This design comes from an exercise in tuning for small area on the open sky130 flow, not from production work.
In this exercise RTL edits were held to simulation tests only and were not proved equivalent to the original.

==> lagoon: inputs <==
==> flow/design.v <==
package prefetch_buffer_tmr_pkg;
        typedef struct packed {
                logic                  req;
                logic                  branch;
                logic [32-1:0] branch_addr;
                logic                  fetch_ready;
        } fetch_ctrl_t;
        typedef struct packed {
                logic                  gnt;
                logic                  rvalid;
                logic [32-1:0] rdata;
        } mem_rsp_t;
        typedef struct packed {
                logic                  req;
                logic [32-1:0] addr;
        } mem_req_t;
        typedef struct packed {
                logic                  valid;
                logic [32-1:0] rdata;
                logic                  busy;
        } fetch_out_t;
        typedef logic [3-1:0] repl_vec_t;
endpackage
`timescale 1ns/1ps
module prefetch_buffer_core (
        input  logic                  clk,
        input  logic                  rst_i,
        input  logic                  active_i,
        input  logic                  req_i,
        input  logic                  branch_i,
        input  logic [32-1:0] br_addr_i,
        input  logic                  ready_i,
        input  logic                  gnt_i,
        input  logic                  rvalid_i,
        input  logic [32-1:0] rdata_i,
        output logic                  valid_o,
        output logic [32-1:0] rdata_o,
        output logic                  busy_o,
        output logic                  req_o,
        output logic [32-1:0] addr_o
);
        localparam int ADDR_W = 32;
        localparam int DATA_W = 32;
        logic              pend_q;
        logic              stale_q;
        logic              at_br_q;
        logic [ADDR_W-1:0] addr_q;
        logic [1:0]        out_cnt_q;
        logic [1:0]        out_cnt_d;
        logic [1:0]        disc_cnt_q;
        logic [1:0]        fifo_cnt_q;
        logic              rd_ptr_q;
        logic              wr_ptr;
        logic [DATA_W-1:0] mem0_q;
        logic [DATA_W-1:0] mem1_q;
        logic              can_issue;
        logic              req;
        logic              gnt_fire;
        logic              step;
        logic              push;
        logic              pop;
        logic              valid;
        logic [ADDR_W-1:0] addr;
        assign addr = at_br_q ? br_addr_i : addr_q;
        assign can_issue = active_i && req_i && !branch_i
                           && ({1'b0, fifo_cnt_q} + {1'b0, out_cnt_q} < 3'd2);
        assign req      = pend_q || can_issue;
        assign gnt_fire = req && gnt_i;
        assign out_cnt_d = out_cnt_q + {1'b0, gnt_fire} - {1'b0, rvalid_i};
        always_ff @(posedge clk) begin
                if (rst_i) begin
                        pend_q     <= 1'b0;
                        out_cnt_q  <= '0;
                        disc_cnt_q <= '0;
                end else begin
                        pend_q    <= req && !gnt_i;
                        out_cnt_q <= out_cnt_d;
                        if (branch_i) begin
                                disc_cnt_q <= out_cnt_d;
                        end else begin
                                disc_cnt_q <= disc_cnt_q + {1'b0, gnt_fire && stale_q}
                                              - {1'b0, rvalid_i && (disc_cnt_q != '0)};
                        end
                end
        end
        assign step = gnt_fire && !branch_i && !stale_q;
        always_ff @(posedge clk) begin
                addr_q <= addr + {{(ADDR_W-3){1'b0}}, step, 2'b00};
        end
        always_ff @(posedge clk) begin
                if (branch_i) begin
                        at_br_q <= !(pend_q && !gnt_i);
                        stale_q <= pend_q && !gnt_i;
                end else if (gnt_fire) begin
                        at_br_q <= stale_q;
                        stale_q <= 1'b0;
                end
        end
        assign wr_ptr = rd_ptr_q ^ fifo_cnt_q[0];
        assign push   = rvalid_i && (disc_cnt_q == '0) && !branch_i;
        assign valid  = (fifo_cnt_q != '0) && !branch_i;
        assign pop    = valid && ready_i;
        always_ff @(posedge clk) begin
                if (rst_i || branch_i) begin
                        fifo_cnt_q <= '0;
                end else begin
                        fifo_cnt_q <= fifo_cnt_q + {1'b0, push} - {1'b0, pop};
                end
        end
        always_ff @(posedge clk) begin
                if (pop) begin
                        rd_ptr_q <= !rd_ptr_q;
                end
                if (push && !wr_ptr) begin
                        mem0_q <= rdata_i;
                end
                if (push && wr_ptr) begin
                        mem1_q <= rdata_i;
                end
        end
        assign valid_o = valid;
        assign rdata_o = valid ? (rd_ptr_q ? mem1_q : mem0_q) : '0;
        assign busy_o  = (out_cnt_q != '0) || (fifo_cnt_q != '0);
        assign req_o   = req;
        assign addr_o  = addr;
endmodule
`timescale 1ns/1ps
module tmr_voter #(
        parameter int W = 1
) (
        input  logic [3-1:0][W-1:0] to_vote_i,
        input  logic [3-1:0]        broken_i,
        output logic [W-1:0]                 voted_o,
        output logic [3-1:0]        odd_o
);
        logic [W-1:0] v0;
        logic [W-1:0] v1;
        logic [W-1:0] v2;
        logic [W-1:0] x01;
        logic [W-1:0] x12;
        logic         none_broken;
        logic         pick1;
        logic         pick2;
        assign v0 = to_vote_i[0];
        assign v1 = to_vote_i[1];
        assign v2 = to_vote_i[2];
        assign x01 = v0 ^ v1;
        assign x12 = v1 ^ v2;
        assign odd_o = {|(~x01 & x12), |(x01 & x12), |(x01 & ~x12)};
        assign none_broken = (broken_i == '0);
        assign pick1       = broken_i[0] && !broken_i[1];
        assign pick2       = (broken_i == 3'b011);
        for (genvar i = 0; i < W; i++) begin : g_bit
                assign voted_o[i] = (pick2 || (none_broken && x01[i])) ? v2[i]
                                    : pick1 ? v1[i] : v0[i];
        end
endmodule
`timescale 1ns/1ps
module fault_monitor (
        input  logic                 clk,
        input  logic                 rst_i,
        input  logic [3-1:0] odd_i,
        input  logic [3-1:0] set_broken_i,
        output logic [3-1:0] is_broken_o,
        output logic                 err_detected_o,
        output logic                 err_corrected_o
);
        localparam int CNT_W = 5 - 1;
        localparam logic [CNT_W-1:0] INC    = CNT_W'(4);
        localparam logic [CNT_W-1:0] DEC    = CNT_W'(1);
        localparam logic [CNT_W:0]   THRESH = (CNT_W+1)'(12);
        logic [3-1:0] broken_q;
        logic                  none_broken;
        logic [3-1:0] block_err;
        assign none_broken = (broken_q == '0);
        assign block_err   = none_broken ? odd_i : '0;
        always_comb begin
                err_detected_o = 1'b0;
                case (broken_q)
                        3'b000: err_detected_o = |odd_i;
                        3'b001: err_detected_o = odd_i[1] | odd_i[2];
                        3'b010: err_detected_o = odd_i[0] | odd_i[2];
                        3'b100: err_detected_o = odd_i[0] | odd_i[1];
                        default: err_detected_o = 1'b0;
                endcase
        end
        assign err_corrected_o = |block_err;
        for (genvar r = 0; r < 3; r++) begin : g_mon
                logic [CNT_W-1:0] cnt_q;
                logic [CNT_W-1:0] cnt_d;
                logic             hit;
                always_comb begin
                        if (block_err[r]) begin
                                cnt_d = cnt_q + INC;
                        end else begin
                                cnt_d = (cnt_q < DEC) ? '0 : cnt_q - DEC;
                        end
                end
                assign hit = block_err[r] && ({1'b0, cnt_q} + (CNT_W+1)'(INC) >= THRESH);
                always_ff @(posedge clk) begin
                        if (rst_i) begin
                                cnt_q       <= '0;
                                broken_q[r] <= 1'b0;
                        end else begin
                                cnt_q <= cnt_d;
                                if (set_broken_i[r] || hit) begin
                                        broken_q[r] <= 1'b1;
                                end
                        end
                end
        end
        assign is_broken_o = broken_q;
endmodule
`timescale 1ns/1ps
module prefetch_buffer_tmr (
        input  logic                                  clk,
        input  logic                                  rst_i,
        input  logic                                  fetch_req_i,
        input  logic                                  fetch_branch_i,
        input  logic [32-1:0]                 fetch_branch_addr_i,
        input  logic                                  fetch_ready_i,
        input  logic [3-1:0]                 mem_gnt_i,
        input  logic [3-1:0]                 mem_rvalid_i,
        input  logic [3*32-1:0]      mem_rdata_i,
        input  logic [3-1:0]                 set_broken_i,
        output logic                                  fetch_valid_o,
        output logic [32-1:0]                 fetch_rdata_o,
        output logic                                  fetch_busy_o,
        output logic                                  mem_req_o,
        output logic [32-1:0]                 mem_addr_o,
        output logic [3-1:0]                 is_broken_o,
        output logic                                  err_detected_o,
        output logic                                  err_corrected_o
);
        localparam int FW = 32 + 2;
        localparam int AW = 32;
        logic              active_q;
        logic [AW-1:0]     br_addr_q;
        always_ff @(posedge clk) begin
                if (rst_i) begin
                        active_q <= 1'b0;
                end else if (fetch_branch_i) begin
                        active_q <= 1'b1;
                end
        end
        always_ff @(posedge clk) begin
                if (fetch_branch_i) begin
                        br_addr_q <= fetch_branch_addr_i;
                end
        end
        logic [3-1:0][FW-1:0] fetch_copy;
        logic [3-1:0][AW-1:0] addr_copy;
        logic [3-1:0]         req_copy;
        for (genvar g = 0; g < 3; g++) begin : g_repl
                logic              valid;
                logic [32-1:0] rdata;
                logic              busy;
                prefetch_buffer_core u_core (
                        .clk       (clk),
                        .rst_i     (rst_i),
                        .active_i  (active_q),
                        .req_i     (fetch_req_i),
                        .branch_i  (fetch_branch_i),
                        .br_addr_i (br_addr_q),
                        .ready_i   (fetch_ready_i),
                        .gnt_i     (mem_gnt_i[g]),
                        .rvalid_i  (mem_rvalid_i[g]),
                        .rdata_i   (mem_rdata_i[g*32 +: 32]),
                        .valid_o   (valid),
                        .rdata_o   (rdata),
                        .busy_o    (busy),
                        .req_o     (req_copy[g]),
                        .addr_o    (addr_copy[g])
                );
                assign fetch_copy[g] = {valid, rdata, busy};
        end
        logic [3-1:0] broken;
        logic [FW-1:0]         fetch_voted;
        logic [3-1:0] fetch_odd;
        logic                  req_voted;
        logic [3-1:0] req_odd;
        logic [AW-1:0]         addr_voted;
        logic [3-1:0] addr_odd;
        tmr_voter #(.W(FW)) u_out_voter (
                .to_vote_i (fetch_copy),
                .broken_i  (broken),
                .voted_o   (fetch_voted),
                .odd_o     (fetch_odd)
        );
        tmr_voter #(.W(1)) u_req_voter (
                .to_vote_i (req_copy),
                .broken_i  (broken),
                .voted_o   (req_voted),
                .odd_o     (req_odd)
        );
        tmr_voter #(.W(AW)) u_addr_voter (
                .to_vote_i (addr_copy),
                .broken_i  (broken),
                .voted_o   (addr_voted),
                .odd_o     (addr_odd)
        );
        assign {fetch_valid_o, fetch_rdata_o, fetch_busy_o} = fetch_voted;
        assign mem_req_o  = req_voted;
        assign mem_addr_o = active_q ? addr_voted : '0;
        fault_monitor u_fault_monitor (
                .clk             (clk),
                .rst_i           (rst_i),
                .odd_i           (fetch_odd | req_odd | (active_q ? addr_odd : '0)),
                .set_broken_i    (set_broken_i),
                .is_broken_o     (broken),
                .err_detected_o  (err_detected_o),
                .err_corrected_o (err_corrected_o)
        );
        assign is_broken_o = broken;
endmodule
==> flow/flow/run.sh <==
#!/bin/bash
# Layout flow: the standard layout (standard.sh) after a synthesis that
# differs from the standard one only in how combinational logic is mapped
# (see flow/synth.tcl), with the smallest buffer on every port and a
# clock tree of small buffers.
# Each tool's full output goes to its own log in the work folder.
set -euo pipefail
W=$(pwd)
export AREA_ABC_SCRIPT=$W/flow/area.abc
make -C "$FLOW_HOME" DESIGN_CONFIG="$W/config.mk" WORK_HOME="$W/orfs" CLKGATE_MAP_FILE= \
  SYNTH_SCRIPT="$W/flow/synth.tcl" synth > "$W/synth.log" 2>&1
export BUFFER_PORTS_ARGS="-buffer_cell sky130_fd_sc_hd__buf_1"
# Smaller clock buffers in smaller clusters, and no dummy loads
export CTS_ARGS="-sink_clustering_enable -repair_clock_nets -dont_use_dummy_load -buf_list sky130_fd_sc_hd__clkbuf_4 -sink_clustering_size 8 -sink_clustering_max_diameter 50"
bash standard.sh > "$W/layout.log" 2>&1
==> flow/flow/area.abc <==
strash
ifraig
dc2
dc2
dch -f
amap
==> flow/flow/synth.tcl <==
# synth_recipe.tcl (the standard synthesis) with two changes to the
# combinational mapping only: ORFS's adder extraction is skipped, and ABC
# maps with an area-oriented script (flow/area.abc) in place of ORFS's
# speed script. The flip-flops are mapped by the same steps as before, so
# they keep the standard synthesis's names and cell types.
proc synth {args} { yosys synth -nofsm -noshare {*}$args }
proc area_abc_args {abc_args} {
  set i [lsearch -exact $abc_args -script]
  return [lreplace $abc_args [expr {$i + 1}] [expr {$i + 1}] $::env(AREA_ABC_SCRIPT)]
}
set fh [open $::env(SCRIPTS_DIR)/synth.tcl r]
set body [read $fh]
close $fh
set n [regsub {log_cmd abc \{\*\}\$abc_args} $body {log_cmd abc {*}[area_abc_args $abc_args]} body]
if { $n != 1 } { error "abc step not found in synth.tcl" }
if { [info exists ::env(ADDER_MAP_FILE)] } { unset ::env(ADDER_MAP_FILE) }
eval $body
# left out here: clear keep_hierarchy, flatten, clean up, hide names made inside functions, write 1_2_yosys.v
==> flow/standard.sh <==
#!/bin/bash
# synth_recipe.tcl (not shown) runs the flow's synth.tcl, then flattens the netlist and writes it again
# the make line also repeats each setting of config.mk as NAME=value (left out here)
make -C /OpenROAD-flow-scripts/flow DESIGN_CONFIG=/design/flow/config.mk WORK_HOME=/design/flow/orfs CLKGATE_MAP_FILE= SYNTH_SCRIPT=/design/flow/synth_recipe.tcl "${@:-finish}"
==> flow/config.mk <==
export PLATFORM = sky130hd
export DESIGN_NAME = prefetch_buffer_tmr
export DESIGN_NICKNAME = prefetch_buffer_tmr
export VERILOG_FILES = /design/flow/design.v
export SDC_FILE = /design/flow/constraint.sdc
export NUM_CORES = 4
export LEC_CHECK = 0
export CAP_MARGIN = 20
export CORE_MARGIN = 2
export CORE_UTILIZATION = 55
export SETUP_SLACK_MARGIN = 0
export SLEW_MARGIN = 20
==> flow/constraint.sdc <==
create_clock -name core_clock -period 10.0 [get_ports {clk}]
set_input_delay 2.0000 -clock core_clock [delete_from_list [all_inputs] [get_ports {clk}]]
set_output_delay 2.0000 -clock core_clock [all_outputs]
set_load 0.01 [all_outputs]
==> inputs of fjord, as changes to lagoon <==
Settings changed: SETUP_SLACK_MARGIN 0 to 0.5.
==> results.sh <==
export IMPL_fill_cells=2777
export IMPL_cts_resized=3
export IMPL_outcome="complete, no violations"
export IMPL_crit_top_cell="nor2_2"
export IMPL_p_total_w=0.003115
export IMPL_wl_um=54600
The numbers above come from fjord.

==> results.sh <==
export IMPL_fill_cells=2751
export IMPL_p_total_w=0.003114
export IMPL_cts_resized=0
export IMPL_outcome="complete, no violations"
export IMPL_wl_um=54840
export IMPL_crit_top_cell="clkinv_1"
The numbers above come from lagoon.

## afterwards: timing with drivers on the ports
The flow's constraints put no driver on any port. The routed layouts listed below were extracted and timed again, unchanged, in two steps. Step 1 assumes that a clkbuf_16 drives the clock port and a buf_2 every other input. Step 2, shift: input delay + t, output delay - t, t = (earliest + latest rising clock arrival at the registers) / 2. This alone moves slack from input paths to output paths. a / b / c = no drivers / after step 1 / after step 2; a / b = the first two.
run	t, ns	setup WS [ns]	clock arrival spread, ns	worst slew at a driven data input, ns	cell pins on the clock port's net
lagoon	0.788	0.844 / 0.802 / 0.014	0.081 / 0.081	0.13	1
fjord	0.775	1.171 / 1.138 / 0.363	0.108 / 0.108	0.12	1
After both steps every run listed still meets setup and hold. For lagoon, which loses most, drivers alone change the setup slack by -0.042 ns; drivers and shift together by -0.830 ns.
